From an optimization exercise on the open Yosys and OpenROAD flow, aimed at a short achievable clock period and few clock cycles; shortcuts taken in it are not production practice. The RTL was checked by simulation tests, not by an equivalence proof against the original design. Power figures rest on the tool's default switching activity, not on a simulated workload.

**design/flow/run.sh**
```bash
#!/bin/bash
# synth_recipe.tcl (not shown) runs the flow's synth.tcl, then flattens the netlist and writes it again
# the make line also repeats each setting of config.mk as NAME=value (left out here)
make -C /OpenROAD-flow-scripts/flow DESIGN_CONFIG=/design/flow/config.mk WORK_HOME=/design/flow/orfs CLKGATE_MAP_FILE= SYNTH_SCRIPT=/design/flow/synth_recipe.tcl finish
```
**design/flow/config.mk**
```make
export PLATFORM = sky130hd
export DESIGN_NAME = cpu_core
export DESIGN_NICKNAME = cpu_core
export VERILOG_FILES = /design/flow/design.v
export SDC_FILE = /design/flow/constraint.sdc
export NUM_CORES = 4
export LEC_CHECK = 0
export ABC_AREA = 0
export ABC_CLOCK_PERIOD_IN_PS = 2500
export CAP_MARGIN = 20
export CORE_MARGIN = 2
export CORE_UTILIZATION = 40
export SETUP_SLACK_MARGIN = 5
export SLEW_MARGIN = 20
export TNS_END_PERCENT = 100
```
**design/flow/constraint.sdc**
```tcl
create_clock -name core_clock -period 8.0 [get_ports {clk}]
set_input_delay 1.6000 -clock core_clock [delete_from_list [all_inputs] [get_ports {clk}]]
set_output_delay 1.6000 -clock core_clock [all_outputs]
set_load 0.01 [all_outputs]
```
**design/flow/design.v**
```verilog
`timescale 1ns/1ps
module cpu_core (
    input  logic        clk,
    input  logic        reset,
    output logic [31:0] imem_addr,
    input  logic [31:0] imem_data,
    output logic [31:0] dmem_addr,
    output logic [31:0] dmem_wdata,
    output logic        dmem_we,
    input  logic [31:0] dmem_rdata
);
    function automatic [31:0] ks_add(input logic [31:0] a, input logic [31:0] b,
                                     input logic cin);
        logic [31:0] p, g, gg, pp, gn, pn;
        p  = a ^ b;
        g  = a & b;
        gg = g;
        pp = p;
        gg[0] = g[0] | (p[0] & cin);
        for (int l = 0; l < 5; l++) begin
            gn = gg;
            pn = pp;
            for (int i = 0; i < 32; i++) begin
                if (i >= (1 << l)) begin
                    gn[i] = gg[i] | (pp[i] & gg[i - (1 << l)]);
                    pn[i] = pp[i] & pp[i - (1 << l)];
                end
            end
            gg = gn;
            pp = pn;
        end
        ks_add = p ^ {gg[30:0], cin};
    endfunction
    function automatic logic cond_pass(input logic [3:0] c, input logic n, input logic z);
        case (c)
            4'b0000: cond_pass = z;
            4'b0001: cond_pass = !z;
            4'b0100: cond_pass = n;
            4'b0101: cond_pass = !n;
            4'b1110: cond_pass = 1'b1;
            default: cond_pass = 1'b0;
        endcase
    endfunction
    function automatic logic cond_flagged(input logic [3:0] c);
        cond_flagged = (c == 4'b0000) || (c == 4'b0001) || (c == 4'b0100) || (c == 4'b0101);
    endfunction
    logic        d_valid;
    logic [31:0] d_instr;
    logic [7:0]  d_pclo;       
    logic [21:0] d_pchi;       
    logic        d_pred;       
    logic [21:0] hi_reg;       
    logic        e_rw;         
    logic        e_ld;
    logic        e_st;
    logic        e_sf;
    logic        e_br;
    logic        e_pred;
    logic [3:0]  e_cond;
    logic [3:0]  e_wa;
    logic        e_and, e_orr, e_mov, e_sub, e_arith;
    logic        e_subf;       
    logic [31:0] e_a;
    logic [31:0] e_b;          
    logic [31:0] e_sd;
    logic        e_fwa, e_fwb, e_fws;
    logic [31:0] e_alt;        
    logic        m_rw;
    logic        m_ld;
    logic        m_sf;
    logic [3:0]  m_wa;
    logic [31:0] regs [0:14];
    logic        flag_n;
    logic        flag_z;
    logic [31:0] m_wd;
    logic        m_z;
    logic        eff_n, eff_z;
    assign m_wd  = m_ld ? dmem_rdata : dmem_addr;
    assign m_z   = (dmem_addr == 32'd0);
    assign eff_n = m_sf ? dmem_addr[31] : flag_n;
    assign eff_z = m_sf ? m_z : flag_z;
    logic        e_cok;
    logic [31:0] src_a, src_b, sdata;
    logic [31:0] sum;
    logic [31:0] logic_res;
    logic [31:0] result;
    logic        redirect;
    logic        e_eq;
    assign e_cok = cond_pass(e_cond, eff_n, eff_z);
    assign src_a = e_fwa ? dmem_addr : e_a;
    assign src_b = e_fwb ? (dmem_addr ^ {32{e_sub}}) : e_b;
    assign sdata = e_fws ? dmem_addr : e_sd;
    assign sum = ks_add(src_a, src_b, e_sub);
    assign e_eq = &(src_a ^ src_b);
    assign logic_res = ({32{e_and}} & (src_a & src_b)) |
                       ({32{e_orr}} & (src_a | src_b)) |
                       ({32{e_mov}} & src_b);
    assign result = ({32{e_arith}} & sum) | logic_res;
    assign redirect = e_br && (e_cok != e_pred);
    logic [1:0]  d_cls;
    logic [3:0]  d_op, d_cond;
    logic        d_dp, d_mem, d_brc, d_cmp, d_imm, d_sub;
    logic [3:0]  d_rn, d_rd, d_rm, d_ra2;
    logic        d_rw, d_ld, d_st, d_sf;
    logic        d_use1, d_use2;
    logic        stall;
    logic [29:0] d_pcw, d_seqw, d_pc8w, d_tgtw, d_off;
    logic [31:0] d_rv1, d_rv2, d_immv, d_opb;
    logic [21:0] f_hi;         
    assign d_cls  = d_instr[27:26];
    assign d_op   = d_instr[24:21];
    assign d_cond = d_instr[31:28];
    assign d_dp   = d_cls == 2'b00;
    assign d_mem  = d_cls == 2'b01;
    assign d_brc  = d_cls == 2'b10;
    assign d_cmp  = d_op == 4'b1010;
    assign d_sub  = d_dp && (d_op == 4'b0010 || d_op == 4'b1010);
    assign d_imm  = d_mem || d_instr[25];
    assign d_rn   = d_instr[19:16];
    assign d_rd   = d_instr[15:12];
    assign d_rm   = d_instr[3:0];
    assign d_rw  = d_valid && ((d_dp && !d_cmp) || (d_mem && d_instr[20])) && (d_rd != 4'd15);
    assign d_ld  = d_valid && d_mem && d_instr[20] && (d_rd != 4'd15);
    assign d_st  = d_valid && d_mem && !d_instr[20];
    assign d_sf  = d_valid && d_dp && (d_instr[20] || d_cmp);
    assign d_ra2 = d_st ? d_rd : d_rm;
    assign d_use1 = d_mem || (d_dp && d_op != 4'b1101);
    assign d_use2 = d_st || (d_dp && !d_instr[25]);
    assign stall = d_valid && e_ld &&
                   ((d_use1 && d_rn == e_wa) || (d_use2 && d_ra2 == e_wa));
    assign d_pcw  = {d_pchi, d_pclo};
    assign d_off  = {{6{d_instr[23]}}, d_instr[23:0]};
    assign d_seqw = d_pcw + 30'd1;
    assign d_pc8w = d_pcw + 30'd2;
    logic [29:0] cs_s, cs_c;
    always_comb begin
        cs_s = d_pcw ^ d_off;
        cs_c = {d_pcw[28:0] & d_off[28:0], 1'b0};
        cs_s[1] = !(d_pcw[1] ^ d_off[1]);
        cs_c[2] = d_pcw[1] | d_off[1];
    end
    logic [31:0] tgt_full;
    assign tgt_full = ks_add({2'b00, cs_s}, {2'b00, cs_c}, 1'b0);
    assign d_tgtw   = tgt_full[29:0];
    always_comb begin
        if (!d_valid)    f_hi = hi_reg;
        else if (d_pred) f_hi = d_tgtw[29:8];
        else             f_hi = d_seqw[29:8];
    end
    function automatic logic [31:0] rd_port(input logic [3:0] ra);
        if (ra == 4'd15)              rd_port = {d_pc8w, 2'b00};
        else if (m_rw && m_wa == ra)  rd_port = m_wd;
        else                          rd_port = regs[ra];
    endfunction
    assign d_rv1  = rd_port(d_rn);
    assign d_rv2  = rd_port(d_ra2);
    assign d_immv = d_mem ? {20'd0, d_instr[11:0]} : {24'd0, d_instr[7:0]};
    assign d_opb  = (d_imm ? d_immv : d_rv2) ^ {32{d_sub}};
    logic        d_zk, d_nk, d_z, d_n, d_act, d_known, d_redirect;
    logic [7:0]  d_altlo;
    assign d_nk = !e_sf;
    assign d_zk = !e_sf || e_subf;
    assign d_z  = !e_sf ? eff_z : (e_cok ? e_eq : eff_z);
    assign d_n  = eff_n;
    assign d_act = cond_pass(d_cond, d_n, d_z);
    assign d_known = d_valid && d_brc && cond_flagged(d_cond) &&
                     (d_cond[2] ? d_nk : d_zk);
    assign d_redirect = d_known && (d_act != d_pred) && !redirect;
    assign d_altlo = d_pred ? d_seqw[7:0] : d_tgtw[7:0];
    logic [31:0] f_ins;
    logic        f_br, f_pred, f_known, f_take;
    logic [7:0]  f_pc2, f_tgt, f_other, f_next;
    assign f_ins   = imem_data;
    assign f_br    = f_ins[27:26] == 2'b10;
    assign f_known = !d_sf && !e_sf;
    always_comb begin
        case (f_ins[31:28])
            4'b1110: f_pred = f_br;
            4'b0000, 4'b0001, 4'b0100, 4'b0101:
                f_pred = f_br && (f_known ? cond_pass(f_ins[31:28], eff_n, eff_z) : f_ins[23]);
            default: f_pred = 1'b0;
        endcase
    end
    assign f_pc2 = imem_addr[9:2] + 8'd2;
    assign f_tgt = ks_add({24'd0, f_pc2}, {24'd0, f_ins[7:0]}, 1'b0);
    always_comb begin
        if (redirect)        f_other = e_alt[9:2];
        else if (d_redirect) f_other = d_altlo;
        else if (stall)      f_other = imem_addr[9:2];
        else                 f_other = imem_addr[9:2] + 8'd1;
    end
    assign f_take = f_pred && !redirect && !d_redirect && !stall;
    assign f_next = f_take ? f_tgt : f_other;
    always_ff @(posedge clk or posedge reset) begin
        if (reset) begin
            imem_addr <= 32'd0;
            hi_reg    <= 22'd0;
            d_valid   <= 1'b0;
            d_pred    <= 1'b0;
        end else begin
            imem_addr[9:2] <= f_next;
            imem_addr[31:10] <= f_hi;
            imem_addr[1:0]   <= f_hi[1:0];
            if (redirect) begin
                hi_reg  <= e_alt[31:10];
                d_valid <= 1'b0;
            end else if (d_redirect) begin
                hi_reg  <= d_pred ? d_seqw[29:8] : d_tgtw[29:8];
                d_valid <= 1'b0;
            end else if (!stall) begin
                d_valid <= 1'b1;
                d_pred  <= f_pred;
            end
        end
    end
    always_ff @(posedge clk) begin
        if (!stall) begin
            d_instr <= f_ins;
            d_pclo  <= imem_addr[9:2];
            d_pchi  <= f_hi;
        end
    end
    always_ff @(posedge clk or posedge reset) begin
        if (reset) begin
            e_rw <= 1'b0;
            e_ld <= 1'b0;
            e_st <= 1'b0;
            e_sf <= 1'b0;
            e_br <= 1'b0;
        end else if (stall || redirect) begin
            e_rw <= 1'b0;
            e_ld <= 1'b0;
            e_st <= 1'b0;
            e_sf <= 1'b0;
            e_br <= 1'b0;
        end else begin
            e_rw <= d_rw;
            e_ld <= d_ld;
            e_st <= d_st;
            e_sf <= d_sf;
            e_br <= d_valid && d_brc;
        end
    end
    always_ff @(posedge clk) begin
        e_pred  <= d_known ? d_act : d_pred;
        e_cond  <= d_cond;
        e_wa    <= d_rd;
        e_and   <= d_dp && d_op == 4'b0000;
        e_orr   <= d_dp && d_op == 4'b1100;
        e_mov   <= d_dp && d_op == 4'b1101;
        e_sub   <= d_sub;
        e_arith <= !(d_dp && (d_op == 4'b0000 || d_op == 4'b1100 || d_op == 4'b1101));
        e_subf  <= d_sub && d_sf;
        e_a     <= d_rv1;
        e_b     <= d_opb;
        e_sd    <= d_rv2;
        e_fwa   <= e_rw && e_cok && e_wa == d_rn;
        e_fwb   <= e_rw && e_cok && e_wa == d_ra2 && !d_imm;
        e_fws   <= e_rw && e_cok && e_wa == d_ra2;
        e_alt   <= {(d_pred ? d_seqw : d_tgtw), 2'b00};
    end
    always_ff @(posedge clk or posedge reset) begin
        if (reset) begin
            m_rw    <= 1'b0;
            m_sf    <= 1'b0;
            dmem_we <= 1'b0;
        end else begin
            m_rw    <= e_rw && e_cok;
            m_sf    <= e_sf && e_cok;
            dmem_we <= e_st && e_cok;
        end
    end
    always_ff @(posedge clk) begin
        m_ld       <= e_ld;
        m_wa       <= e_wa;
        dmem_addr  <= result;
        dmem_wdata <= sdata;
    end
    always_ff @(posedge clk or posedge reset) begin
        if (reset) begin
            flag_n <= 1'b0;
            flag_z <= 1'b0;
        end else if (m_sf) begin
            flag_n <= dmem_addr[31];
            flag_z <= m_z;
        end
    end
    always_ff @(posedge clk or posedge reset) begin
        if (reset) begin
            for (int i = 0; i < 15; i++) regs[i] <= 32'd0;
        end else if (m_rw) begin
            regs[m_wa] <= m_wd;
        end
    end
endmodule
```
==> run summary <==
-- power by group through the flow --
stage	clock network (mW)	logic (mW)	registers, mW
floorplan	0	3.29	5.89
global placement	0	5.04	6.21
detailed placement	0	5.09	6.21
CTS	4.32	6.17	6.09
global route	4.48	7.56	6.20
finish	4.30	7.12	6.13
-- worst max-delay path, cell delays in order, from the launching register on --
cell	delay, ns
sky130_fd_sc_hd__edfxtp_1	0.47
sky130_fd_sc_hd__and4bb_4	0.41
sky130_fd_sc_hd__buf_12	0.13
sky130_fd_sc_hd__buf_6	0.09
sky130_fd_sc_hd__mux2_4	0.35
sky130_fd_sc_hd__buf_6	0.15
sky130_fd_sc_hd__nand2_8	0.07
sky130_fd_sc_hd__buf_6	0.11
sky130_fd_sc_hd__nor2_4	0.05
sky130_fd_sc_hd__buf_6	0.13
sky130_fd_sc_hd__buf_16	0.13
sky130_fd_sc_hd__a22o_1	0.22
sky130_fd_sc_hd__a221oi_2	0.24
sky130_fd_sc_hd__nand4_1	0.49
sky130_fd_sc_hd__a21oi_2	0.31
sky130_fd_sc_hd__a21oi_2	0.06
sky130_fd_sc_hd__mux2_4	0.27
sky130_fd_sc_hd__xnor2_1	0.12
-- what timing repair did --
action / in CTS / in global routing
cloned: 23 / 4
setup endpoints to repair: 415 / 277
setup buffers: 351 / 103
resized for setup: 731 / 318
pin swaps: 250 / 197
-- layout make-up --
cell class / count / area share (%)
Antenna cell: 4 / 0.0177
Clock buffer: 128 / 4.65
Clock inverter: 39 / 0.688
Inverter: 104 / 0.750
Multi-Input combinational cell: 3257 / 41.6
Sequential cell: 819 / 35.1
Tap cell: 1380 / 3.05
Timing Repair Buffer: 739 / 14.1
Timing Repair inverter: 2 / 0.0553
-- layer usage --
metal  wire, um  vias to the layer above  GRT usage (%)
met2      78300                     2991           48.4
li1           -                    17281              -
met5        137                        -              0
met3      25000                      856           12.0
met4      13500                        4           19.5
met1      68600                    19980           42.0
-- path summary, 6_finish.rpt --
path,from,to,slack [ns],cells after the start
worst min register to register,e_wa[0],m_wa[0],0.40,0
worst min-delay path,e_wa[0],m_wa[0],0.40,0
worst max register to register,d_instr[20],e_b[3],4.06,17
max in group asynchronous,reset,imem_addr[3],5.23,4
worst max-delay path,d_instr[20],e_b[3],4.06,17
min in group asynchronous,reset,regs[11][6],1.30,2
-- through the flow --
| step | setup TNS (ns) | total power [mW] | hold slack, ns | instances | cell area (um^2) |
|---|---|---|---|---|---|
| 2_1_floorplan | -543.96 | 9.17 | 0.348 | 4506 | 41900 |
| 6_report | 0 | 17.6 | 0.399 | 6472 | 56500 |
| 5_1_grt | 0 | 18.2 | 0.411 | 6469 | 56500 |
| 3_3_place_gp | 0 | 11.3 | 0.369 | 5820 | 44900 |
| 3_5_place_dp | 0 | 11.3 | 0.376 | 5820 | 44900 |
| 4_1_cts | 0 | 16.6 | 0.398 | 6361 | 54200 |
-- Yosys cell counts, types with 8 or more instances --
library cell,n
sky130_fd_sc_hd__dfrtp_1,544
sky130_fd_sc_hd__mux2_2,47
sky130_fd_sc_hd__o21bai_1,16
sky130_fd_sc_hd__a22o_1,23
sky130_fd_sc_hd__a22oi_1,297
sky130_fd_sc_hd__a211oi_1,26
sky130_fd_sc_hd__a31oi_1,10
sky130_fd_sc_hd__ha_1,132
sky130_fd_sc_hd__inv_1,102
sky130_fd_sc_hd__o21ai_0,338
sky130_fd_sc_hd__or2_2,8
sky130_fd_sc_hd__buf_1,35
sky130_fd_sc_hd__and2_1,14
sky130_fd_sc_hd__nand4_1,60
sky130_fd_sc_hd__nand2_1,390
sky130_fd_sc_hd__mux2i_1,129
sky130_fd_sc_hd__a21o_1,46
sky130_fd_sc_hd__a21oi_1,553
sky130_fd_sc_hd__buf_2,30
sky130_fd_sc_hd__edfxtp_1,62
sky130_fd_sc_hd__o31ai_1,9
sky130_fd_sc_hd__xnor2_1,143
sky130_fd_sc_hd__nand3_1,109
sky130_fd_sc_hd__clkbuf_1,256
sky130_fd_sc_hd__nand2b_1,24
sky130_fd_sc_hd__nor2b_1,9
sky130_fd_sc_hd__o22ai_1,34
sky130_fd_sc_hd__dfxtp_1,213
sky130_fd_sc_hd__a222oi_1,59
sky130_fd_sc_hd__a221o_1,11
sky130_fd_sc_hd__nor2_1,512
sky130_fd_sc_hd__nor4_1,11
sky130_fd_sc_hd__and3_1,17
sky130_fd_sc_hd__xor2_1,62
sky130_fd_sc_hd__nor3_1,43
sky130_fd_sc_hd__a221oi_1,27
-- cells by family (layout without fill, tap and decap cells) --
| family | count (synthesis) | in the layout | share of synthesized area, % |
|---|---|---|---|
| fa+ha+maj | 136 | 136 | 4.17 |
| other cells | 0 | 4 | 0 |
| buf+inv | 434 | 1012 | 4.13 |
| xor+xnor | 205 | 205 | 4.32 |
| compound gates | 1501 | 1501 | 22.4 |
| simple gates | 1229 | 1233 | 12.9 |
| mux | 182 | 182 | 4.67 |
| flops | 819 | 819 | 47.5 |
==> metrics.cfg <==
[status]
status=finished clean

[layout]
num-fill-cells=8843
layout.cells.most_common_list=535 x sky130_fd_sc_hd__dfrtp_1, 461 x sky130_fd_sc_hd__a21oi_1, 446 x sky130_fd_sc_hd__nor2_1, 377 x sky130_fd_sc_hd__nand2_1, 320 x sky130_fd_sc_hd__buf_4
registers.top_by_ff_count=regs
largest_register_ff_count=480
drive_gt1_share_pct=26.6
multiInputGateArea_mm2=0.0235
syn_to_final_growth_pct=36.1
finish.net_count=5214
regArea_mm2=0.0199
most_frequent_standard_cell_in_the_layout_excluding_fill_and_tap_cells=sky130_fd_sc_hd__dfrtp_1
postLayoutCoreUtil_pct=54.7

[logic_synthesis]
synthesis.instances=4506
netlist_top_cells_area=sky130_fd_sc_hd__dfrtp_1 33%, sky130_fd_sc_hd__dfxtp_1 10%, sky130_fd_sc_hd__a21oi_1 6.7%
ys_warn_count=2
synth_top_cell_by_area=sky130_fd_sc_hd__dfrtp_1
yosys.cell_types.count=79
synth_enable_flop_cells=62
syn_area_per_cell_um2=9.22
asyncSetResetFlopFracSynth_pct=66.4
post_synth_instance_area_mm2=0.0416
synth_top_area_share_pct=32.8
yosysSeqAreaShare_pct=47.5
dominantRegCellSynth=sky130_fd_sc_hd__dfrtp_1
post_synth_net_total=4708
synth_seq_cells=819

[placement]
buffers_added_on_ports=162
pre_cts_ws_ns=2.66
dp_hpwl_um=98900
place_congestion=0.930

[routing]
drt_pre_antenna_iters=10
post-route-drc-count=0
antenna_left=0
initialDrtViolationCount=6513
total_vias_in_the_final_route=41112
detail_route.wirelength_um=185000
viasPerCell=6.35
routed_wire_length_per_instance_um=28.7

[grt]
grt_remaining_overflow=0
grt_first_pass_wirelength_um=262000
grt_max_degree=140
antenna_violations_before_repair=3
track_usage_pct=33.1
first_global_vias=38694

[floorplan]
die_width_um=326
start_util_pct=40.2
placementRows=118
core_mm2=0.103
die-area_mm2=0.106
ios=163
floorplan.die.height_um=326

[sta]
timing.final.hold_violations=0
setup_repair_after_global_routing_missed_its_margin=yes
period_needed_ns=3.94
layout_setup_ws_ns=4.06
final.period_utilization_pct=49.3
setup_viol=0
final_max_slew_viol_count=0
timing.clock.skew_ns=0.0353
tightest_slew_ns=1.22
max_slew_margin_pct=18.2
clock.fmax_mhz=254

[worst_setup_path]
required_ns=8.55
critPathArrivalTime_ns=4.49
path_max_fanout=5
worst-setup-path-type=register to register
critPathCaptureType=register
cp-start-kind=register

[clock_network]
cts_tree=built
cts_hold_buf=0
tritoncts_num_sinks=819
clk-insertion-delay-late_ns=0.68
clk_transition_reported_paths_ns=0.07
clk_root_buffer_cell=sky130_fd_sc_hd__clkbuf_16
cts-htree-levels=3
tritoncts.num_buffers=89
clock_tree.buffer_depth=3

[power]
internal_power_mw=10.8
power_switching_mw=6.80
vdd_ir_drop_max_mv=0.220
total_leakage_power_nw=22.6
p_sw_share_pct=38.7
pwr-share-clk_pct=24.5
share_seq_of_total_power_pct=34.9
power.combinational.fraction_pct=40.6
powerDensity_mw_per_mm2=311

[run]
drv.max_cap_violation_count=0

[min_path]
classification_of_the_worst_slack_hold_path=register to register

Testbench counts, summed over its fixed seeds: cycles 61,839.

-- separate check: timing with driven ports --
The flow's constraints put no driver on any port. The routed layout listed below was extracted and timed again, unchanged, in two steps.
Step 1: set_driving_cell puts a clkbuf_16 on clk and a buf_2 on each other input, an assumption about the parent block.
Step 2, shift: input delay + t, output delay - t, t = (earliest + latest rising clock arrival at the registers) / 2. This alone moves slack from input paths to output paths.
a / b / c = no drivers / after step 1 / after step 2; a / b = the first two.
t, ns: 0.744
setup WS [ns]: 4.057 / 4.057 / 3.890
hold slack, ns: 0.399 / 0.399 / 0.399
After both steps this run still meets setup and hold. The setup slack of this run moves by 0.000 ns with the drivers and by -0.167 ns with both steps.
